This is an optimization exercise on Yosys and OpenROAD, whose aim is small area, not a production implementation. Function was checked by simulation only, so behaviour that the tests miss may differ from the original. Power is estimated from default activity; no workload was simulated.

`design/flow/config.mk`:
```
export PLATFORM = sky130hd
export DESIGN_NAME = matrixTpu
export DESIGN_NICKNAME = matrixTpu
export VERILOG_FILES = /design/flow/design.v
export SDC_FILE = /design/flow/constraint.sdc
export NUM_CORES = 4
export LEC_CHECK = 0
export CAP_MARGIN = 10
export CORE_MARGIN = 2
export CORE_UTILIZATION = 55
export CTS_BUF_LIST = sky130_fd_sc_hd__clkbuf_8
export CTS_CLUSTER_DIAMETER = 60
export CTS_CLUSTER_SIZE = 16
export SLEW_MARGIN = 10
export SYNTH_HIERARCHICAL = 1
export SYNTH_MINIMUM_KEEP_SIZE = 0
```
`design/flow/constraint.sdc`:
```
create_clock -name core_clock -period 5.5 [get_ports {clk}]
set_input_delay 1.1000 -clock core_clock [delete_from_list [all_inputs] [get_ports {clk}]]
set_output_delay 1.1000 -clock core_clock [all_outputs]
set_load 0.01 [all_outputs]
```
`design/flow/design.v`:
```
`timescale 1ns/1ps
package tpuPkg;
    localparam int ArraySize  = 8;                       
    localparam int MemDepth   = ArraySize * ArraySize;   
    localparam int AddrWidth  = $clog2(MemDepth);
    localparam int IndexWidth = $clog2(ArraySize);       
    localparam int WeightWidth = 8;                      
    localparam int ActWidth    = 7;                      
    localparam int SumWidth    = WeightWidth + ActWidth + $clog2(ArraySize);
    localparam int ProdWidth   = WeightWidth + ActWidth + 1;
    localparam int ArrayLatency = 2 * ArraySize;
    localparam int WrReqWidth  = 2 + AddrWidth + WeightWidth;
    localparam int ResultWidth = 1 + IndexWidth + ArraySize * SumWidth;
    localparam logic WeightOperand = 1'b0;
    localparam logic ActOperand    = 1'b1;
    localparam logic [1:0] Idle          = 2'd0;
    localparam logic [1:0] PreloadWeight = 2'd1;
    localparam logic [1:0] Calc          = 2'd2;
    localparam logic [1:0] Drain         = 2'd3;
endpackage
`timescale 1ns/1ps
module colMac (
    input  logic [6:0]  a0,
    input  logic [6:0]  a1,
    input  logic [7:0]  s,
    input  logic [7:0]  w0,
    input  logic [7:0]  w1n,      
    input  logic [17:0] nAccIn,
    output logic [17:0] nAccNext
);
    logic [7:0] e0, e1, e2;
    logic [17:0] nSum;
    logic p7_1;
    logic p7_2;
    logic p7_3;
    logic p7_4;
    logic p7_5;
    logic p7_6;
    logic p7_7;
    logic p7_8;
    logic hs9;
    logic hc10;
    logic fs11;
    logic fc12;
    logic hs13;
    logic hc14;
    logic fs15;
    logic fc16;
    logic fs17;
    logic fc18;
    logic hs19;
    logic hc20;
    logic fs21;
    logic fc22;
    logic fs23;
    logic fc24;
    logic hs25;
    logic hc26;
    logic fs27;
    logic fc28;
    logic fs29;
    logic fc30;
    logic fs31;
    logic fc32;
    logic hs33;
    logic hc34;
    logic fs35;
    logic fc36;
    logic hs37;
    logic hc38;
    logic fs39;
    logic fc40;
    logic fs41;
    logic fc42;
    logic fs43;
    logic fc44;
    logic fs45;
    logic fc46;
    logic fs47;
    logic fc48;
    logic fs49;
    logic fc50;
    logic fs51;
    logic fc52;
    logic fs53;
    logic fc54;
    logic fs55;
    logic fc56;
    logic fs57;
    logic fc58;
    logic fs59;
    logic fc60;
    logic fs61;
    logic fc62;
    logic fs63;
    logic fc64;
    logic fs65;
    logic fc66;
    logic fs67;
    logic fc68;
    logic hs69;
    logic hc70;
    logic fs71;
    logic fc72;
    logic fs73;
    logic fc74;
    logic fs75;
    logic fc76;
    logic fs77;
    logic fc78;
    logic fs79;
    logic fc80;
    logic fs81;
    logic fc82;
    logic fs83;
    logic fc84;
    logic fs85;
    logic fc86;
    logic fs87;
    logic fc88;
    logic fs89;
    logic fc90;
    logic fs91;
    logic fc92;
    logic hs93;
    logic hc94;
    logic fs95;
    logic fc96;
    logic fs97;
    logic fc98;
    logic fs99;
    logic fc100;
    logic fs101;
    logic fc102;
    logic fs103;
    logic fc104;
    logic fs105;
    logic fc106;
    logic fs107;
    logic fc108;
    logic fs109;
    logic fc110;
    logic fs111;
    logic fc112;
    logic fs113;
    logic fc114;
    logic fs115;
    logic fc116;
    logic fs117;
    logic fc118;
    logic fs119;
    logic fc120;
    logic rs121;
    logic rc122;
    logic rs123;
    logic rc124;
    logic rs125;
    logic rc126;
    logic rs127;
    logic rc128;
    logic g129;
    logic p130;
    logic g131;
    logic p132;
    logic g133;
    logic p134;
    logic g135;
    logic p136;
    logic g137;
    logic p138;
    logic g139;
    logic p140;
    logic g141;
    logic p142;
    logic g143;
    logic p144;
    logic g145;
    logic p146;
    logic g147;
    logic p148;
    logic g149;
    logic p150;
    logic g151;
    logic p152;
    logic g153;
    logic p154;
    logic g155;
    logic p156;
    logic G157;
    logic G158;
    logic G159;
    logic P160;
    logic G161;
    logic P162;
    logic G163;
    logic P164;
    logic G165;
    logic P166;
    logic G167;
    logic P168;
    logic G169;
    logic P170;
    logic G171;
    logic G172;
    logic P173;
    logic G174;
    logic P175;
    logic G176;
    logic G177;
    logic G178;
    logic G179;
    logic G180;
    logic G181;
    logic G182;
    logic G183;
    logic G184;
    logic G185;
    logic G186;
    assign e0 = w0 & w1n;
    assign e1 = ~(w0 | w1n);
    assign e2 = w0 & ~w1n;
    logic [7:0] npp0;
    ppSel ppSel_0 (.e0(e0[0]), .e1(e1[0]), .e2(e2[0]), .a0(a0), .a1(a1), .s(s), .y(npp0));
    logic [7:0] npp1;
    ppSel ppSel_1 (.e0(e0[1]), .e1(e1[1]), .e2(e2[1]), .a0(a0), .a1(a1), .s(s), .y(npp1));
    logic [7:0] npp2;
    ppSel ppSel_2 (.e0(e0[2]), .e1(e1[2]), .e2(e2[2]), .a0(a0), .a1(a1), .s(s), .y(npp2));
    logic [7:0] npp3;
    ppSel ppSel_3 (.e0(e0[3]), .e1(e1[3]), .e2(e2[3]), .a0(a0), .a1(a1), .s(s), .y(npp3));
    logic [7:0] npp4;
    ppSel ppSel_4 (.e0(e0[4]), .e1(e1[4]), .e2(e2[4]), .a0(a0), .a1(a1), .s(s), .y(npp4));
    logic [7:0] npp5;
    ppSel ppSel_5 (.e0(e0[5]), .e1(e1[5]), .e2(e2[5]), .a0(a0), .a1(a1), .s(s), .y(npp5));
    logic [7:0] npp6;
    ppSel ppSel_6 (.e0(e0[6]), .e1(e1[6]), .e2(e2[6]), .a0(a0), .a1(a1), .s(s), .y(npp6));
    logic [7:0] npp7;
    ppSel ppSel_7 (.e0(e0[7]), .e1(e1[7]), .e2(e2[7]), .a0(a0), .a1(a1), .s(s), .y(npp7));
    assign p7_1 = ~npp7[0];
    assign p7_2 = ~npp7[1];
    assign p7_3 = ~npp7[2];
    assign p7_4 = ~npp7[3];
    assign p7_5 = ~npp7[4];
    assign p7_6 = ~npp7[5];
    assign p7_7 = ~npp7[6];
    assign p7_8 = ~npp7[7];
    halfAddN ha1 (.a(nAccIn[5]), .b(npp0[5]), .s(hs9), .co(hc10));
    fullAdd fa1 (.a(nAccIn[6]), .b(npp0[6]), .c(npp1[5]), .s(fs11), .co(fc12));
    halfAddN ha2 (.a(npp2[4]), .b(npp3[3]), .s(hs13), .co(hc14));
    fullAdd fa2 (.a(nAccIn[7]), .b(npp0[7]), .c(npp1[6]), .s(fs15), .co(fc16));
    fullAdd fa3 (.a(npp2[5]), .b(npp3[4]), .c(npp4[3]), .s(fs17), .co(fc18));
    halfAddN ha3 (.a(npp5[2]), .b(npp6[1]), .s(hs19), .co(hc20));
    fullAdd fa4 (.a(nAccIn[8]), .b(npp1[7]), .c(npp2[6]), .s(fs21), .co(fc22));
    fullAdd fa5 (.a(npp3[5]), .b(npp4[4]), .c(npp5[3]), .s(fs23), .co(fc24));
    halfAddN ha4 (.a(npp6[2]), .b(p7_2), .s(hs25), .co(hc26));
    fullAdd fa6 (.a(nAccIn[9]), .b(npp2[7]), .c(npp3[6]), .s(fs27), .co(fc28));
    fullAdd fa7 (.a(npp4[5]), .b(npp5[4]), .c(npp6[3]), .s(fs29), .co(fc30));
    fullAdd fa8 (.a(nAccIn[10]), .b(npp3[7]), .c(npp4[6]), .s(fs31), .co(fc32));
    halfAddN ha5 (.a(nAccIn[3]), .b(npp0[3]), .s(hs33), .co(hc34));
    fullAdd fa9 (.a(nAccIn[4]), .b(npp0[4]), .c(npp1[3]), .s(fs35), .co(fc36));
    halfAddN ha6 (.a(npp2[2]), .b(npp3[1]), .s(hs37), .co(hc38));
    fullAdd fa10 (.a(npp1[4]), .b(npp2[3]), .c(npp3[2]), .s(fs39), .co(fc40));
    fullAdd fa11 (.a(npp4[1]), .b(npp5[0]), .c(hs9), .s(fs41), .co(fc42));
    fullAdd fa12 (.a(npp4[2]), .b(npp5[1]), .c(npp6[0]), .s(fs43), .co(fc44));
    fullAdd fa13 (.a(hc10), .b(fs11), .c(hs13), .s(fs45), .co(fc46));
    fullAdd fa14 (.a(p7_1), .b(fc12), .c(hc14), .s(fs47), .co(fc48));
    fullAdd fa15 (.a(fs15), .b(fs17), .c(hs19), .s(fs49), .co(fc50));
    fullAdd fa16 (.a(fc16), .b(fc18), .c(hc20), .s(fs51), .co(fc52));
    fullAdd fa17 (.a(fs21), .b(fs23), .c(hs25), .s(fs53), .co(fc54));
    fullAdd fa18 (.a(p7_3), .b(fc22), .c(fc24), .s(fs55), .co(fc56));
    fullAdd fa19 (.a(fs27), .b(fs29), .c(hc26), .s(fs57), .co(fc58));
    fullAdd fa20 (.a(npp5[5]), .b(npp6[4]), .c(p7_4), .s(fs59), .co(fc60));
    fullAdd fa21 (.a(fc28), .b(fc30), .c(fs31), .s(fs61), .co(fc62));
    fullAdd fa22 (.a(nAccIn[11]), .b(npp4[7]), .c(npp5[6]), .s(fs63), .co(fc64));
    fullAdd fa23 (.a(npp6[5]), .b(p7_5), .c(fc32), .s(fs65), .co(fc66));
    fullAdd fa24 (.a(nAccIn[12]), .b(npp5[7]), .c(npp6[6]), .s(fs67), .co(fc68));
    halfAddN ha7 (.a(nAccIn[2]), .b(npp0[2]), .s(hs69), .co(hc70));
    fullAdd fa25 (.a(npp1[2]), .b(npp2[1]), .c(npp3[0]), .s(fs71), .co(fc72));
    fullAdd fa26 (.a(npp4[0]), .b(hc34), .c(fs35), .s(fs73), .co(fc74));
    fullAdd fa27 (.a(fc36), .b(hc38), .c(fs39), .s(fs75), .co(fc76));
    fullAdd fa28 (.a(fc40), .b(fs43), .c(fc42), .s(fs77), .co(fc78));
    fullAdd fa29 (.a(fc44), .b(fs47), .c(fc46), .s(fs79), .co(fc80));
    fullAdd fa30 (.a(fc48), .b(fs51), .c(fc50), .s(fs81), .co(fc82));
    fullAdd fa31 (.a(fc52), .b(fs55), .c(fs57), .s(fs83), .co(fc84));
    fullAdd fa32 (.a(fs59), .b(fc56), .c(fc58), .s(fs85), .co(fc86));
    fullAdd fa33 (.a(fs63), .b(fc60), .c(fs65), .s(fs87), .co(fc88));
    fullAdd fa34 (.a(p7_6), .b(fc64), .c(fs67), .s(fs89), .co(fc90));
    fullAdd fa35 (.a(nAccIn[13]), .b(npp6[7]), .c(p7_7), .s(fs91), .co(fc92));
    halfAddN ha8 (.a(nAccIn[1]), .b(npp0[1]), .s(hs93), .co(hc94));
    fullAdd fa36 (.a(npp1[1]), .b(npp2[0]), .c(hs69), .s(fs95), .co(fc96));
    fullAdd fa37 (.a(hc70), .b(fs71), .c(hs33), .s(fs97), .co(fc98));
    fullAdd fa38 (.a(fc72), .b(hs37), .c(fs73), .s(fs99), .co(fc100));
    fullAdd fa39 (.a(fc74), .b(fs41), .c(fs75), .s(fs101), .co(fc102));
    fullAdd fa40 (.a(fc76), .b(fs45), .c(fs77), .s(fs103), .co(fc104));
    fullAdd fa41 (.a(fs49), .b(fc78), .c(fs79), .s(fs105), .co(fc106));
    fullAdd fa42 (.a(fs53), .b(fc80), .c(fs81), .s(fs107), .co(fc108));
    fullAdd fa43 (.a(fc54), .b(fc82), .c(fs83), .s(fs109), .co(fc110));
    fullAdd fa44 (.a(fs61), .b(fc84), .c(fs85), .s(fs111), .co(fc112));
    fullAdd fa45 (.a(fc62), .b(fc86), .c(fs87), .s(fs113), .co(fc114));
    fullAdd fa46 (.a(fc66), .b(fs89), .c(fc88), .s(fs115), .co(fc116));
    fullAdd fa47 (.a(fc68), .b(fs91), .c(fc90), .s(fs117), .co(fc118));
    fullAdd fa48 (.a(nAccIn[14]), .b(p7_8), .c(fc92), .s(fs119), .co(fc120));
    fullAdd fa49 (.a(nAccIn[0]), .b(npp0[0]), .c(1'b1), .s(rs121), .co(rc122));
    assign nSum[0] = rs121;
    fullAdd fa50 (.a(npp1[0]), .b(hs93), .c(rc122), .s(rs123), .co(rc124));
    assign nSum[1] = rs123;
    fullAdd fa51 (.a(hc94), .b(fs95), .c(rc124), .s(rs125), .co(rc126));
    assign nSum[2] = rs125;
    fullAdd fa52 (.a(fc96), .b(fs97), .c(rc126), .s(rs127), .co(rc128));
    assign nSum[3] = rs127;
    pgCell pg4 (.a(fc98), .b(fs99), .g(g129), .p(p130));
    pgCell pg5 (.a(fc100), .b(fs101), .g(g131), .p(p132));
    pgCell pg6 (.a(fc102), .b(fs103), .g(g133), .p(p134));
    pgCell pg7 (.a(fc104), .b(fs105), .g(g135), .p(p136));
    pgCell pg8 (.a(fc106), .b(fs107), .g(g137), .p(p138));
    pgCell pg9 (.a(fc108), .b(fs109), .g(g139), .p(p140));
    pgCell pg10 (.a(fc110), .b(fs111), .g(g141), .p(p142));
    pgCell pg11 (.a(fc112), .b(fs113), .g(g143), .p(p144));
    pgCell pg12 (.a(fc114), .b(fs115), .g(g145), .p(p146));
    pgCell pg13 (.a(fs117), .b(fc116), .g(g147), .p(p148));
    pgCell pg14 (.a(fs119), .b(fc118), .g(g149), .p(p150));
    pgCell pg15 (.a(nAccIn[15]), .b(fc120), .g(g151), .p(p152));
    pgCell pg16 (.a(nAccIn[16]), .b(1'b1), .g(g153), .p(p154));
    pgCell pg17 (.a(nAccIn[17]), .b(1'b1), .g(g155), .p(p156));
    bkCellG bkc (.g1(g129), .p1(p130), .g0(rc128), .g(G157));
    bkCellG bk1 (.g1(g131), .p1(p132), .g0(G157), .g(G158));
    bkCell bk2 (.g1(g135), .p1(p136), .g0(g133), .p0(p134), .g(G159), .p(P160));
    bkCell bk3 (.g1(g139), .p1(p140), .g0(g137), .p0(p138), .g(G161), .p(P162));
    bkCell bk4 (.g1(g143), .p1(p144), .g0(g141), .p0(p142), .g(G163), .p(P164));
    bkCell bk5 (.g1(g147), .p1(p148), .g0(g145), .p0(p146), .g(G165), .p(P166));
    bkCell bk6 (.g1(g151), .p1(p152), .g0(g149), .p0(p150), .g(G167), .p(P168));
    bkCell bk7 (.g1(g155), .p1(p156), .g0(g153), .p0(p154), .g(G169), .p(P170));
    bkCellG bk8 (.g1(G159), .p1(P160), .g0(G158), .g(G171));
    bkCell bk9 (.g1(G163), .p1(P164), .g0(G161), .p0(P162), .g(G172), .p(P173));
    bkCell bk10 (.g1(G167), .p1(P168), .g0(G165), .p0(P166), .g(G174), .p(P175));
    bkCellG bk11 (.g1(G172), .p1(P173), .g0(G171), .g(G176));
    bkCellG bk12 (.g1(G174), .p1(P175), .g0(G176), .g(G177));
    bkCellG bk13 (.g1(G161), .p1(P162), .g0(G171), .g(G178));
    bkCellG bk14 (.g1(G165), .p1(P166), .g0(G176), .g(G179));
    bkCellG bk15 (.g1(G169), .p1(P170), .g0(G177), .g(G180));
    bkCellG bk16 (.g1(g133), .p1(p134), .g0(G158), .g(G181));
    bkCellG bk17 (.g1(g137), .p1(p138), .g0(G171), .g(G182));
    bkCellG bk18 (.g1(g141), .p1(p142), .g0(G178), .g(G183));
    bkCellG bk19 (.g1(g145), .p1(p146), .g0(G176), .g(G184));
    bkCellG bk20 (.g1(g149), .p1(p150), .g0(G179), .g(G185));
    bkCellG bk21 (.g1(g153), .p1(p154), .g0(G177), .g(G186));
    xorGate xs4 (.a(p130), .b(rc128), .y(nSum[4]));
    xorGate xs5 (.a(p132), .b(G157), .y(nSum[5]));
    xorGate xs6 (.a(p134), .b(G158), .y(nSum[6]));
    xorGate xs7 (.a(p136), .b(G181), .y(nSum[7]));
    xorGate xs8 (.a(p138), .b(G171), .y(nSum[8]));
    xorGate xs9 (.a(p140), .b(G182), .y(nSum[9]));
    xorGate xs10 (.a(p142), .b(G178), .y(nSum[10]));
    xorGate xs11 (.a(p144), .b(G183), .y(nSum[11]));
    xorGate xs12 (.a(p146), .b(G176), .y(nSum[12]));
    xorGate xs13 (.a(p148), .b(G184), .y(nSum[13]));
    xorGate xs14 (.a(p150), .b(G179), .y(nSum[14]));
    xorGate xs15 (.a(p152), .b(G185), .y(nSum[15]));
    xorGate xs16 (.a(p154), .b(G177), .y(nSum[16]));
    xorGate xs17 (.a(p156), .b(G186), .y(nSum[17]));
    assign nAccNext = nSum;
endmodule
module ppSel (
    input  logic       e0,
    input  logic       e1,
    input  logic       e2,
    input  logic [6:0] a0,
    input  logic [6:0] a1,
    input  logic [7:0] s,
    output logic [7:0] y
);
    assign y = ~(({8{e0}} & {1'b0, a0}) | ({8{e1}} & {1'b0, a1}) | ({8{e2}} & s));
endmodule
module fullAdd (
    input  logic a,
    input  logic b,
    input  logic c,
    output logic s,
    output logic co
);
    assign s  = a ^ b ^ c;
    assign co = (a & b) | (a & c) | (b & c);
endmodule
module halfAddN (
    input  logic a,
    input  logic b,
    output logic s,
    output logic co
);
    xnorGate xnorGate_inst (.a(a), .b(b), .y(s));
    orGate   orGate_inst   (.a(a), .b(b), .y(co));
endmodule
module pgCell (
    input  logic a,
    input  logic b,
    output logic g,
    output logic p
);
    assign g = a & b;
    assign p = a ^ b;
endmodule
module bkCell (
    input  logic g1,
    input  logic p1,
    input  logic g0,
    input  logic p0,
    output logic g,
    output logic p
);
    assign g = g1 | (p1 & g0);
    assign p = p1 & p0;
endmodule
module bkCellG (
    input  logic g1,
    input  logic p1,
    input  logic g0,
    output logic g
);
    assign g = g1 | (p1 & g0);
endmodule
module xorGate (
    input  logic a,
    input  logic b,
    output logic y
);
    assign y = a ^ b;
endmodule
module xnorGate (
    input  logic a,
    input  logic b,
    output logic y
);
    assign y = ~(a ^ b);
endmodule
module orGate (
    input  logic a,
    input  logic b,
    output logic y
);
    assign y = a | b;
endmodule
`timescale 1ns/1ps
module ringStage (
    input  logic wr,
    input  logic wrN,
    input  logic xn,
    input  logic prev,
    output logic d
);
    assign d = ~((prev | wr) & (xn | wrN));
endmodule
module norGate (
    input  logic a,
    input  logic b,
    output logic y
);
    assign y = ~(a | b);
endmodule
`timescale 1ns/1ps
module matrixTpu (
    input  logic                            clk,
    input  logic                            rst,
    input  logic [tpuPkg::WrReqWidth-1:0]   wrReq,     
    input  logic                            start,
    output logic                            busy,
    output logic [tpuPkg::ResultWidth-1:0]  result,    
    output logic                            done
);
    localparam int N  = 8;
    localparam int WW = 8;
    localparam int XW = 7;
    localparam int SW = 18;
    logic       wrEn;
    logic       wrSel;
    logic [5:0] wrAddr;
    logic [7:0] wrData;
    assign wrData = wrReq[7:0];
    assign wrAddr = wrReq[13:8];
    assign wrSel  = wrReq[14];
    assign wrEn   = wrReq[15];
    logic [4:0] phase;         
    logic       run;           
    logic       go;            
    logic [2:0] rowCnt;        
    logic       rowStart;
    logic       valid;
    assign valid    = run && go && rowStart;
    assign done     = valid && (rowCnt == 3'd7);
    assign busy     = run && !done;
    always_ff @(posedge clk or posedge rst) begin
        if (rst) begin
            phase    <= '0;
            rowStart <= 1'b1;
            run      <= 1'b0;
            go     <= 1'b0;
            rowCnt <= '0;
        end else begin
            phase    <= phase + 5'd1;
            rowStart <= (phase[1:0] == 2'd3);      
            if (start && !busy) begin
                run    <= 1'b1;
                go     <= 1'b0;
                rowCnt <= '0;
            end else begin
                if (done) begin
                    run <= 1'b0;
                end
                if (run && rowStart) begin
                    go <= 1'b1;
                end
                if (valid) begin
                    rowCnt <= rowCnt + 3'd1;
                end
            end
        end
    end
    logic       wrOk;
    logic [5:0] actPos;        
    logic [2:0] wPos;
    assign wrOk   = wrEn && !busy;
    assign actPos = wrAddr - {phase, 1'b0} - 6'd2;
    assign wPos   = wrAddr[5:3] - {phase[1:0], 1'b0} - 3'd2;
    logic [63:0] actWr, actWrN;
    logic [63:0] wWr, wWrN;        
    for (genvar p = 0; p < 64; p++) begin : gActDec
        assign actWr[p]  = wrOk && wrSel && actPos == p;
        assign actWrN[p] = !actWr[p];
    end
    for (genvar c = 0; c < N; c++) begin : gWDecC
        for (genvar p = 0; p < N; p++) begin : gWDecP
            assign wWr[c*N+p]  = wrOk && !wrSel && wrAddr[2:0] == c && wPos == p;
            assign wWrN[c*N+p] = !wWr[c*N+p];
        end
    end
    logic [64*XW-1:0] actRing;
    logic [64*WW-1:0] wRing;   
    logic [7:0] wrDataN;
    assign wrDataN = ~wrData;
    logic [64*XW-1:0] actNext;
    logic [64*WW-1:0] wNext;
    for (genvar p = 0; p < 64; p++) begin : gAct
        localparam bit Inv = p[1];
        for (genvar i = 0; i < XW; i++) begin : gBit
            ringStage ringStage_inst (
                .wr   (actWr[p]),
                .wrN  (actWrN[p]),
                .xn   (Inv ? wrData[i] : wrDataN[i]),
                .prev (actRing[((p+2)%64)*XW + i]),
                .d    (actNext[p*XW + i])
            );
        end
    end
    for (genvar c = 0; c < N; c++) begin : gWCol
        for (genvar p = 0; p < N; p++) begin : gWPos
            localparam bit Inv = p[0] ? !p[1] : p[1];
            for (genvar i = 0; i < WW; i++) begin : gBit
                ringStage ringStage_inst (
                    .wr   (wWr[c*N+p]),
                    .wrN  (wWrN[c*N+p]),
                    .xn   (Inv ? wrData[i] : wrDataN[i]),
                    .prev (wRing[(c*N+(p+2)%N)*WW + i]),
                    .d    (wNext[(c*N+p)*WW + i])
                );
            end
        end
    end
    always_ff @(posedge clk) begin
        actRing <= actNext;
        wRing   <= wNext;
    end
    logic [XW-1:0] a0, a1;
    logic [XW:0]   aSum;
    assign a0 = actRing[0 +: XW];
    assign a1 = actRing[XW +: XW];
    always_ff @(posedge clk) begin
        aSum <= actNext[0 +: XW] + actNext[XW +: XW];
    end
    logic [N*SW-1:0] nAcc;        
    for (genvar c = 0; c < N; c++) begin : gCol
        logic [SW-1:0] nAccIn;
        logic [SW-1:0] nAccNext;
        assign nAccIn = rowStart ? ~18'h20200 : nAcc[c*SW +: SW];
        colMac colMac_inst (
            .a0      (a0),
            .a1      (a1),
            .s       (aSum),
            .w0      (wRing[(c*N)*WW +: WW]),
            .w1n     (wRing[(c*N+1)*WW +: WW]),
            .nAccIn  (nAccIn),
            .nAccNext (nAccNext)
        );
        always_ff @(posedge clk) begin
            nAcc[c*SW +: SW] <= nAccNext;
        end
    end
    logic [N*SW-1:0] rowData;
    for (genvar c = 0; c < N; c++) begin : gRelu
        logic sign;
        assign sign = ~nAcc[c*SW+SW-1];
        for (genvar j = 0; j < SW - 1; j++) begin : gBit
            norGate norGate_inst (.a(nAcc[c*SW+j]), .b(sign), .y(rowData[c*SW+j]));
        end
        assign rowData[c*SW+SW-1] = 1'b0;
    end
    assign result = {valid, phase[4:2] - 3'd1, rowData};
endmodule
```
`design/flow/flow/run.sh`:
```
#!/bin/bash
# The standard layout (standard.sh) with three changes:
#  - synthesis maps with flow/abc.script (area mapping; buffering and sizing
#    are left to the layout's repair steps), see flow/synth_recipe_area.tcl;
#  - clock tree from clkbuf_8 in clusters of up to 16 sinks, no dummy loads;
#  - port buffers are buf_1.
# Each tool's full output is in the ORFS logs under orfs/logs/; make's
# output is in flow_make.log.
set -euo pipefail
export FLOW_ABC_SCRIPT=$PWD/flow/abc.script
bash standard.sh \
  SYNTH_SCRIPT=$PWD/flow/synth_recipe_area.tcl \
  "CTS_ARGS=-sink_clustering_enable -repair_clock_nets -buf_list sky130_fd_sc_hd__clkbuf_8 -sink_clustering_size 16 -sink_clustering_max_diameter 60 -dont_use_dummy_load" \
  "BUFFER_PORTS_ARGS=-buffer_cell sky130_fd_sc_hd__buf_1" \
  finish > flow_make.log 2>&1
```
`design/flow/flow/abc.script`:
```
&get -n
&st
&dch
&nf
&st
&syn2
&if -g -K 6
&synch2
&nf
&st
&syn2
&if -g -K 6
&synch2
&nf
&st
&syn2
&if -g -K 6
&synch2
&nf
&put
topo
stime -c
```
`design/flow/flow/synth_recipe_area.tcl`:
```
# The standard flow's synthesis (synth_recipe.tcl), with ABC run on a script that maps
# for area and leaves buffering and sizing to the layout's repair steps.
proc synth {args} { yosys synth -nofsm -noshare {*}$args }
proc abc {args} {
  set i [lsearch -exact $args -script]
  if { $i >= 0 } {
    set args [lreplace $args [expr {$i + 1}] [expr {$i + 1}] $::env(FLOW_ABC_SCRIPT)]
  }
  yosys abc {*}$args
}
source $::env(SCRIPTS_DIR)/synth.tcl
# left out here: clear keep_hierarchy, flatten, clean up, hide names made inside functions, write 1_2_yosys.v
```
`design/flow/standard.sh`:
```
#!/bin/bash
# synth_recipe.tcl (not shown) runs the flow's synth.tcl, then flattens the netlist and writes it again
# the make line also repeats each setting of config.mk as NAME=value (left out here)
make -C /OpenROAD-flow-scripts/flow DESIGN_CONFIG=/design/flow/config.mk WORK_HOME=/design/flow/orfs CLKGATE_MAP_FILE= SYNTH_SCRIPT=/design/flow/synth_recipe.tcl "${@:-finish}"
```
==> results.ini, run 1 <==
[synth]
synth_xor_xnor_area_share=0.0329
synth_compound_area_frac=0.228
synth_area_sq_um=51900
yosysWarningCount=7
yosys.area.top_type_share=0.429
ys_types=34
synthSimpleGateAreaFrac=0.0980
synth_area_per_cell_sq_um=11.3
yosys.area.top_type=dfxtp_1
synth_top_family_by_area=compound AO/OA/AOI/OAI gates
ys_seq_area_frac=0.434
synth_area_leaders=dfxtp_1 (43%), fa_1 (16%), o22ai_1 (12%)
ys_seq_elements=1123
syn_inst=4611
synth_mux_area_frac=0.000386
synth_fa_ha_area_frac=0.193

[worst_setup_path]
reg2reg_from=rowStart
crit_path_start=rowStart
crit_path_end_kind=flip-flop
path_cells=nor2b_1, fa_1, fa_1, fa_1, fa_1, ha_1, a21o_1, a21o_1, a21o_1, a21o_1, a21o_1, xor2_1
rr_endpoint=nAcc[71]
worstSetupStartpointType=flip-flop
cp-endpoint=nAcc[71]
max_stage_delay_ns=1.21
required_ns=6.11
r2r_slack_ns=0.37
cp_num_cells=12
rr_worst_depth=12
critPathMaxFanout=82
crit_top_cell=a21o_1
crit_family=adder cells
cp_num_buf_inv=0
cp.arrival_ns=5.74
path_class=flip-flop to flip-flop
cp_slowest_cell=dfstp_4

[finish]
finalInstanceArea_sq_um=56700
n_fill_cell=8001
drive_gt1_frac=0.0577
multi_input_area_sq_um=28800
regArea_sq_um=22600
nets=5566
areaGrowthSynthToFinish_pct=9.24
utilization=0.607

[power_and_ir_drop]
p_int_w=0.0147
sequentialPowerShare=0.415
power.density_nw_per_um2=394
p_comb_frac=0.398
p_switching_w=0.00766
p_sw_frac=0.343
clkPwrFrac=0.187
peakVddDrop_uv=423
power.leakage_nw=19.4

[floorplan]
die_area_sq_um=96900
core_area_sq_um=93500
die_h_microns=311
start_util=0.555
die_x_microns=311
ioPinCount=169
num_rows=112

[clocking]
ctsHoldBuffers=0
postCtsSetupRepairBufs=0
tritoncts=done
htreeDepth=3
cts_made_buffers=98
ctsResizeCount=0
clock-sinks=1123
cts_root_buf=clkbuf_8
clk_pin_slew_ns=0.09
clk_latency_ns=0.82
clk_path_buf_depth=3

[detailed_routing]
vias_per_cell=6.84
drc=0
num_vias=42700
ant_nets=0
wl_per_cell_microns=26.5
initialDrtViolationCount=6523
dr.pass1.iters=22
wl_microns=166000

[timing]
whs_ns=0.291
setup_tns_ns=0
rsz0062_at_grt=false
timing.final.crit_share=0.933
period_needed_ns=5.13
fmax_ghz=0.195
tightestPinTransition_ns=1.24
hold_viol_final=0
max_slew_margin=0.168
setup_viol=0
postLayoutSetupSlackWorst_ns=0.366
timing.final.max_slew_violations=0
skew_ns=0.135

[placed_design]
numPortBuffers=160
dp_slack_ns=0.373
place_congestion=0.863
hpwlAfterDp_microns=106000
placed_cell_area_sq_um=55400

[grt]
antenna_found_initial=3
grt_overflow=0
grt_usage=0.334
grt_pass1_vias=42500
grt_pass1_wl_microns=252000
grt_max_degree=83

[status]
status=complete, no violations

[run]
cap_violations=0

[worst_hold_path]
hp-class=primary input to async pin

-- stage by stage --
| stage | power (W) | cells |
|---|---|---|
| floorplan | 0.0165 | 4634 |
| global placement | 0.0182 | 6151 |
| detailed placement | 0.0183 | 6151 |
| CTS | 0.0225 | 6249 |
| global route | 0.0240 | 6250 |
| finish | 0.0223 | 6250 |
-- per-module statistics from Yosys (local to each module, per instance), excerpt --
module,flops+latches,times used,cells,cell area [sq um]
ppSel,0,64,8,73.8
fullAdd,0,416,1,20.0
bkCell,0,56,2,13.8
pgCell,0,112,1,12.5
xnorGate,0,64,1,8.76
xorGate,0,112,1,8.76
ringStage,0,960,1,6.26
norGate,0,136,1,3.75
-- layout make-up --
type                    instances  share of cell area
flip-flops and latches       1123               0.398
diodes                          1           0.0000441
inverters                     103             0.00686
repair buffers                304              0.0352
clock buffers                  98              0.0238
multi-input cells            3367               0.508
well taps                    1254              0.0277
-- flip-flops by register name, indices dropped and copies added (netlist names) --
register	cells
go	1
run	1
nAcc	144
aSum	8
actRing	448
rowCnt	3
phase	5
rowStart	1
wRing	512
-- cells by family (layout without fill, tap and decap cells) --
logic type / count (synthesis) / in the layout
AO/OA/AOI/OAI: 1588 / 1588
flip-flops: 1123 / 1123
AND/OR/NAND/NOR: 1000 / 1000
adder cells (fa/ha/maj): 550 / 550
XOR/XNOR: 195 / 195
buffers and inverters: 144 / 505
other: 9 / 33
multiplexers: 2 / 2
-- power by group through the flow --
stage / clock network, W / registers [W] / logic [W]
2_1_floorplan: 0 / 0.00935 / 0.00713
3_3_place_gp: 0 / 0.00945 / 0.00875
3_5_place_dp: 0 / 0.00945 / 0.00889
4_1_cts: 0.00426 / 0.00927 / 0.00898
5_1_grt: 0.00454 / 0.00934 / 0.0101
6_report: 0.00417 / 0.00927 / 0.00888
-- synthesized netlist by cell type --
| cell type | n |
|---|---|
| nor4_1 | 32 |
| nand2_1 | 143 |
| dfstp_2 | 1 |
| buf_4 | 41 |
| nand3_1 | 43 |
| o21a_1 | 1 |
| or2_0 | 192 |
| dfxtp_1 | 1112 |
| a31oi_1 | 1 |
| nor2_1 | 289 |
| nor2b_1 | 76 |
| nand4_1 | 40 |
| a222oi_1 | 448 |
| ha_1 | 132 |
| o21ai_0 | 3 |
| clkinv_1 | 103 |
| a21o_1 | 162 |
| or3_1 | 5 |
| nand2b_1 | 3 |
| and2_0 | 122 |
| a21oi_1 | 8 |
| conb_1 | 9 |
| nor3_1 | 45 |
| and4_1 | 8 |
| fa_1 | 418 |
| and3_1 | 1 |
| mux2i_1 | 2 |
| xor2_1 | 120 |
| xnor2_1 | 75 |
| o22ai_1 | 960 |
| o211ai_1 | 3 |
| dfrtp_1 | 10 |
| and3b_1 | 1 |
| a211oi_1 | 2 |
-- layer usage --
metal  global-route usage  part of all wire  up-vias
met5                    0          0.000078        -
met4                0.118             0.033        2
met3               0.0704              0.11      443
met2                0.517              0.45     2596
met1                0.465              0.41    20800
li1                     -                 -    18900
-- cells in the final DEF (no fill, tap or decap), types with 23 or more instances in the layout --
cell type	instances
dfxtp_1	1090
o22ai_1	960
a222oi_1	448
fa_1	418
nor2_1	288
or2_0	192
a21o_1	162
buf_1	152
nand2_1	143
ha_1	132
and2_0	122
buf_4	121
xor2_1	119
clkbuf_8	98
clkinv_1	96
nor2b_1	76
xnor2_1	74
nor3_1	45
nand3_1	43
nand4_1	40
conb_1	32
nor4_1	30
buf_12	23
-- worst min-delay path by stage --
stage	slack (ns)	endpoint	cells past startpoint	startpoint
after floorplan	0.40	actRing[100]	1	actRing[114]
after global placement	0.40	wRing[358]	1	wRing[374]
after detailed placement	0.40	actRing[242]	1	actRing[256]
after CTS	0.24	phase[4]	2	rst
after global routing	0.26	phase[4]	2	rst
final	0.29	phase[1]	2	rst
==> run 2, diff against run 1 <==
--- a/design/flow/config.mk
+++ b/design/flow/config.mk
@@ -9,3 +9,3 @@
 export CORE_MARGIN = 2
-export CORE_UTILIZATION = 55
+export CORE_UTILIZATION = 60
 export CTS_BUF_LIST = sky130_fd_sc_hd__clkbuf_8
==> results.ini, run 2 <==
[status]
status=complete, no violations

[clocking]
clk_pin_slew_ns=0.10
tritoncts=done
clock-sinks=1123
clk_path_buf_depth=3
ctsHoldBuffers=0
ctsResizeCount=0
htreeDepth=3
cts_root_buf=clkbuf_8
cts_made_buffers=99
postCtsSetupRepairBufs=0
clk_latency_ns=0.83

[grt]
met3_usage=0.0738
grt_usage=0.364
grt_pass1_wl_microns=253000
use_met2=0.560
grt_pass1_vias=43400
grt_overflow=0
antenna_found_initial=6
grt_use_met1=0.508
top_usage_layer=met2
grt_max_degree=78

[power_and_ir_drop]
power_w=0.0224
power.density_nw_per_um2=395
p_switching_w=0.00768
clkPwrFrac=0.189
power.leakage_nw=19.4
p_comb_frac=0.396
p_sw_frac=0.344
sequentialPowerShare=0.415
p_int_w=0.0147
peakVddDrop_uv=373

[finish]
nets=5573
areaGrowthSynthToFinish_pct=9.09
largest_register_ffs=512
drive_gt1_frac=0.0590
utilization=0.663
final_cell_mix=dfxtp_1 (1090), o22ai_1 (960), a222oi_1 (448)
layout_commonest_cell=dfxtp_1
finalInstanceArea_sq_um=56600
top_register=wRing
top_regs=wRing x512, actRing x448, nAcc x144

[timing]
timing.final.max_slew_violations=0
max_slew_margin=0.0930
setup_viol=0
fmax_ghz=0.196
setup_tns_ns=0
tightestPinTransition_ns=1.36
rsz0062_at_grt=false
hold_viol_final=0
timing.final.crit_share=0.929
whs_ns=0.344
skew_ns=0.143
period_needed_ns=5.11

[worst_setup_path]
path_class=flip-flop to flip-flop
required_ns=6.11
path_cells=buf_4, a222oi_1, fa_1, fa_1, fa_1, fa_1, ha_1, a21o_1, a21o_1, a21o_1, a21o_1, a21o_1, xor2_1
r2r_slack_ns=0.39
crit_top_cell=a21o_1
cp.arrival_ns=5.72
reg2reg_from=actRing[10]
crit_path_end_kind=flip-flop
critPathMaxFanout=25
rr_worst_depth=13
cp_slowest_cell=dfxtp_2
rr_endpoint=nAcc[15]
worstSetupStartpointType=flip-flop
max_stage_delay_ns=0.88

[synth]
synth_ff_type=dfxtp_1
synth_area_sq_um=51900
synth_area_per_cell_sq_um=11.3
yosys.area.top_type_share=0.429
ys_seq_elements=1123
synth_area_leaders=dfxtp_1 (43%), fa_1 (16%), o22ai_1 (12%)
synth_edf_count=0
synth_common_cells=dfxtp_1 (1112), o22ai_1 (960), a222oi_1 (448)
yosysWarningCount=7
synth.most_common_cell=dfxtp_1
yosys.area.top_type=dfxtp_1
syn_inst=4611
ys_types=34
ys_seq_area_frac=0.434
async_flop_share=0.00980

[floorplan]
die_area_sq_um=88900
die_h_microns=298
ioPinCount=169
num_rows=107
core_area_sq_um=85400
start_util=0.608
die_x_microns=298

[placed_design]
numPortBuffers=160
hpwlAfterDp_microns=105000
placed_cell_area_sq_um=55300
place_congestion=0.890

[worst_hold_path]
hp-class=primary input to async pin

[detailed_routing]
wl_per_cell_microns=26.7
wl_microns=164000
vias_per_cell=7.06
drc=0
dr.pass1.iters=20
initialDrtViolationCount=7549
num_vias=43400
ant_nets=0

[run]
cap_violations=0

[run 2: per-layer routing]
layer  vias to the layer above  part of all wire
met3                       623              0.12
li1                      18900                 -
met5                         -           0.00040
met4                        10             0.043
met2                      2880              0.44
met1                     21000              0.40
[run 2: critical path: cells and delay by family, from the launching register on]
kind	cells	cell delay [ns]
buffers and inverters	1	0.49
adders and majority gates	5	2.25
DFF	1	0.88
AOI/OAI and AO/OA	6	1.12
xor gates and xnor gates	1	0.15
[run 2: modules after synthesis, one instance, submodules excluded, excerpt]
module / flip-flops and latches / times used / cells inside / area, sq um
matrixTpu: 1123 / 1 / 1723 / 25900
colMac: 0 / 8 / 37 / 194
orGate: 0 / 64 / 1 / 6.26
bkCellG: 0 / 104 / 1 / 7.51
ringStage: 0 / 960 / 1 / 6.26
xnorGate: 0 / 64 / 1 / 8.76
pgCell: 0 / 112 / 1 / 12.5
bkCell: 0 / 56 / 2 / 13.8
ppSel: 0 / 64 / 8 / 73.8
fullAdd: 0 / 416 / 1 / 20.0
xorGate: 0 / 112 / 1 / 8.76
norGate: 0 / 136 / 1 / 3.75
[run 2: metrics by stage]
stage / cells / setup slack (ns)
after global routing: 6147 / 0.173
after CTS: 6146 / 0.379
after detailed placement: 6047 / 0.346
final: 6148 / 0.390
after floorplan: 4634 / 0.0190
after global placement: 6047 / 0.395
[run 2: how the worst max path moves through the flow]
stage | startpoint | endpoint | slack, ns | cells after the start
finish | actRing[10] | nAcc[15] | 0.39 | 13
global route | rowStart | nAcc[15] | 0.17 | 12
CTS | rowStart | nAcc[15] | 0.38 | 12
detailed placement | wrReq[10] | aSum[6] | 0.35 | 16
global placement | wrReq[10] | aSum[6] | 0.40 | 16
floorplan | wrReq[9] | aSum[7] | 0.02 | 14
[run 2: power by group through the flow]
stage	Combinational (W)	Sequential, W	Clock [W]
floorplan	0.00713	0.00935	0
global placement	0.00868	0.00945	0
detailed placement	0.00885	0.00945	0
CTS	0.00893	0.00927	0.00428
global route	0.0101	0.00935	0.00457
finish	0.00885	0.00927	0.00423
[run 2: cell families (layout without fill, tap and decap cells)]
group / after synthesis / in the layout / share of synthesized area
xor+xnor: 195 / 195 / 0.0329
fa+ha+maj: 550 / 550 / 0.193
simple gates: 1000 / 1000 / 0.0980
flops: 1123 / 1123 / 0.434
buf+inv: 144 / 512 / 0.0134
other cells: 9 / 34 / 0.000651
mux: 2 / 2 / 0.000386
compound gates: 1588 / 1588 / 0.228
[run 2: cell type report]
type / count / area [sq um]
Fill cell: 7011 / 28800
Sequential cell: 1123 / 22600
Multi-Input combinational cell: 3367 / 28800
Inverter: 103 / 387
Clock buffer: 99 / 1360
Antenna cell: 2 / 5.00
Tap cell: 1144 / 1430
Timing Repair Buffer: 310 / 2040
==> run 3, diff against run 2 <==
--- a/design/flow/design.v
+++ b/design/flow/design.v
@@ -321,4 +321,6 @@
     pgCell pg15 (.a(nAccIn[15]), .b(fc120), .g(g151), .p(p152));
-    pgCell pg16 (.a(nAccIn[16]), .b(1'b1), .g(g153), .p(p154));
-    pgCell pg17 (.a(nAccIn[17]), .b(1'b1), .g(g155), .p(p156));
+    assign g153 = nAccIn[16];
+    assign p154 = ~nAccIn[16];
+    assign g155 = nAccIn[17];
+    assign p156 = ~nAccIn[17];
     bkCellG bkc (.g1(g129), .p1(p130), .g0(rc128), .g(G157));
==> results.ini, run 3 <==
[detailed_routing]
wl_per_cell_microns=26.6
vias_per_cell=7.06
initialDrtViolationCount=7641
top_layer_used=met4
ant_nets=0
drc=0
dr.pass1.iters=22
num_vias=43300
wl_microns=163000
wl_met2_microns=74200
drt-met1-wl_microns=65000
dr_wl_met3_microns=17000

[synth]
synth.most_common_cell=dfxtp_1
yosys.area.top_type=dfxtp_1
synth_common_cells=dfxtp_1 (1112), o22ai_1 (960), a222oi_1 (448)
async_flop_share=0.00980
synth_edf_count=0
synth_ff_type=dfxtp_1
synth_area_leaders=dfxtp_1 (43%), fa_1 (16%), o22ai_1 (12%)
synth_area_sq_um=51800
ys_seq_elements=1123
ys_types=34
yosysWarningCount=7
synth_area_per_cell_sq_um=11.2
yosys.area.top_type_share=0.430
syn_inst=4611
ys_seq_area_frac=0.435

[clocking]
cts_root_buf=clkbuf_8
postCtsSetupRepairBufs=0
clk_latency_ns=0.80
ctsResizeCount=0
tritoncts=done
clk_path_buf_depth=3
clock-sinks=1123
clk_pin_slew_ns=0.10
cts_made_buffers=95
ctsHoldBuffers=0
htreeDepth=3

[power_and_ir_drop]
power.leakage_nw=19.1
p_switching_w=0.00734
clkPwrFrac=0.191
power.density_nw_per_um2=386
sequentialPowerShare=0.426
p_int_w=0.0144
peakVddDrop_uv=447
p_comb_frac=0.384
p_sw_frac=0.337

[worst_setup_path]
cp.arrival_ns=5.77
worstSetupStartpointType=flip-flop
path_class=flip-flop to flip-flop
critPathMaxFanout=34
crit_path_end_kind=flip-flop
required_ns=6.16

[placed_design]
hpwlAfterDp_microns=106000
numPortBuffers=160
place_inst=6034
place_congestion=0.883

[floorplan]
die_h_microns=298
ioPinCount=169
start_util=0.607
die_x_microns=298
core_area_sq_um=85300
num_rows=107
die_area_sq_um=88700

[timing]
fmax_ghz=0.196
timing.final.max_slew_violations=0
setup_tns_ns=0
hold_viol_final=0
max_slew_margin=0.199
skew_ns=0.103
timing.final.crit_share=0.928
rsz0062_at_grt=false
tightestPinTransition_ns=1.20
setup_viol=0
period_needed_ns=5.11

[finish]
nets=5540
layout_commonest_cell=dfxtp_1
areaGrowthSynthToFinish_pct=8.88
final_cell_mix=dfxtp_1 (1090), o22ai_1 (960), a222oi_1 (448)
largest_register_ffs=512
top_register=wRing
top_regs=wRing x512, actRing x448, nAcc x144
drive_gt1_frac=0.0594
finalNonFillerCells=6132

[grt]
grt_pass1_vias=43300
grt_overflow=0
antenna_found_initial=3
grt_pass1_wl_microns=252000
grt_max_degree=65
grt_usage=0.362

[status]
status=complete, no violations

[worst_hold_path]
hp-class=primary input to async pin

[run]
cap_violations=0

-- run 3: cell count changes in the layout (fill, tap and decap cells not counted), sizes merged --
cell    change
ha         -16
buf         +3
clkbuf      -4
clkinv     +16
conb       -16
diode       +1
-- run 3: final cells by class --
type	count	area [sq um]
timing repair buffer	313	2030
inverter	119	447
fill	7052	28900
multi-input combinational	3335	28600
clock buffer	95	1310
tap	1144	1430
antenna	3	7.51
sequential	1123	22600
-- run 3: layer usage --
metal	track usage	vias up
li1	-	18800
met1	0.491	21100
met4	0.143	0
met5	0.00108	-
met3	0.0734	583
met2	0.571	2711
-- run 3: final timing paths --
path / from / endpoint / slack, ns / depth (start not counted)
setup / recovery: actRing[12] / nAcc[105] / 0.39 / 13
hold / removal: rst / go / 0.32 / 2
setup reg to reg: actRing[12] / nAcc[105] / 0.39 / 13
hold reg to reg: wRing[301] / wRing[285] / 0.34 / 1
max in group asynchronous: rst / rowStart / 4.83 / 2
min in group core_clock: wRing[301] / wRing[285] / 0.34 / 1
-- run 3: kinds of logic (layout without fill, tap and decap cells) --
| logic type | Yosys count | after routing | synth area share |
|---|---|---|---|
| AOI/OAI and AO/OA | 1588 | 1588 | 0.228 |
| DFF | 1123 | 1123 | 0.435 |
| and+or+nand+nor | 1000 | 1000 | 0.0983 |
| adders and majority gates | 534 | 534 | 0.190 |
| xor gates and xnor gates | 195 | 195 | 0.0330 |
| buffers and inverters | 160 | 527 | 0.0146 |
| other | 9 | 19 | 0.000652 |
| muxes | 2 | 2 | 0.000387 |
-- run 3: stage by stage --
step | setup WS [ns] | hold WS, ns | utilization | total power [W] | instance area [sq um]
after floorplan | 0.0190 | 0.399 | - | 0.0161 | 51900
after global placement | 0.389 | 0.400 | 0.645 | 0.0176 | 55000
after detailed placement | 0.272 | 0.405 | 0.646 | 0.0178 | 55100
after CTS | 0.512 | 0.268 | 0.661 | 0.0219 | 56400
after global routing | 0.295 | 0.301 | 0.661 | 0.0234 | 56400
final | 0.394 | 0.320 | 0.661 | 0.0218 | 56400
-- run 3: per-module statistics from Yosys (local to each module, per instance), excerpt --
module	cells inside	cell area, sq um
ringStage	1	6.26
norGate	1	3.75
xnorGate	1	8.76
fullAdd	1	20.0
orGate	1	6.26
pgCell	1	12.5
colMac	39	201
bkCell	2	13.8
matrixTpu	1723	25900
xorGate	1	8.76
ppSel	8	73.8
bkCellG	1	7.51
-- run 3: power by group through the flow --
| stage | sequential [W] | clock (W) | combinational (W) |
|---|---|---|---|
| detailed placement | 0.00944 | 0 | 0.00836 |
| global placement | 0.00943 | 0 | 0.00818 |
| floorplan | 0.00934 | 0 | 0.00679 |
| global route | 0.00933 | 0.00448 | 0.00956 |
| finish | 0.00926 | 0.00415 | 0.00835 |
| CTS | 0.00926 | 0.00420 | 0.00843 |
-- run 3: critical path, cell delays in order, from the launching register on --
cell and delay (ns):
dfxtp_2 1.02, buf_4 0.40, a222oi_1 0.15, fa_1 0.63, fa_1 0.45, fa_1 0.51
fa_1 0.41, ha_1 0.32, a21o_1 0.18, a21o_1 0.17, a21o_1 0.20, a21o_1 0.19
a21o_1 0.16, xor2_1 0.15

static timing again, ports no longer ideal:
Ports are ideal in the flow. The routed layouts listed here were re-timed in OpenROAD.
Step 1 (the two cells are an assumption about what drives the block):
set clk [get_ports {clk}]
set_driving_cell -lib_cell sky130_fd_sc_hd__clkbuf_16 $clk
set_driving_cell -lib_cell sky130_fd_sc_hd__buf_2 [delete_from_list [all_inputs] $clk]
Step 2 adds t to the input delays and takes it off the output delays; t is the mean of the earliest and latest rising clock arrival at the registers after step 1. Input paths then give back, and output paths get back, about the clock's delay inside the block.
a / b / c = no drivers / after step 1 / after step 2; a / b = the first two.
run	t, ns	setup slack, ns	clock arrival spread, ns	slew at the worst register clock pin (ns)	worst data-port slew with drivers (ns)
run 1	0.806	0.366 / 0.366 / 0.241	0.147 / 0.146	0.10 / 0.10	0.04
run 2	0.820	0.390 / 0.390 / 0.228	0.143 / 0.143	0.11 / 0.11	0.12
run 3	0.822	0.394 / 0.394 / 0.166	0.102 / 0.102	0.11 / 0.11	0.11
After both steps setup and hold are still met in every run listed. The setup slack of run 3, which loses most, moves by 0.000 ns with the drivers and by -0.228 ns with both steps.
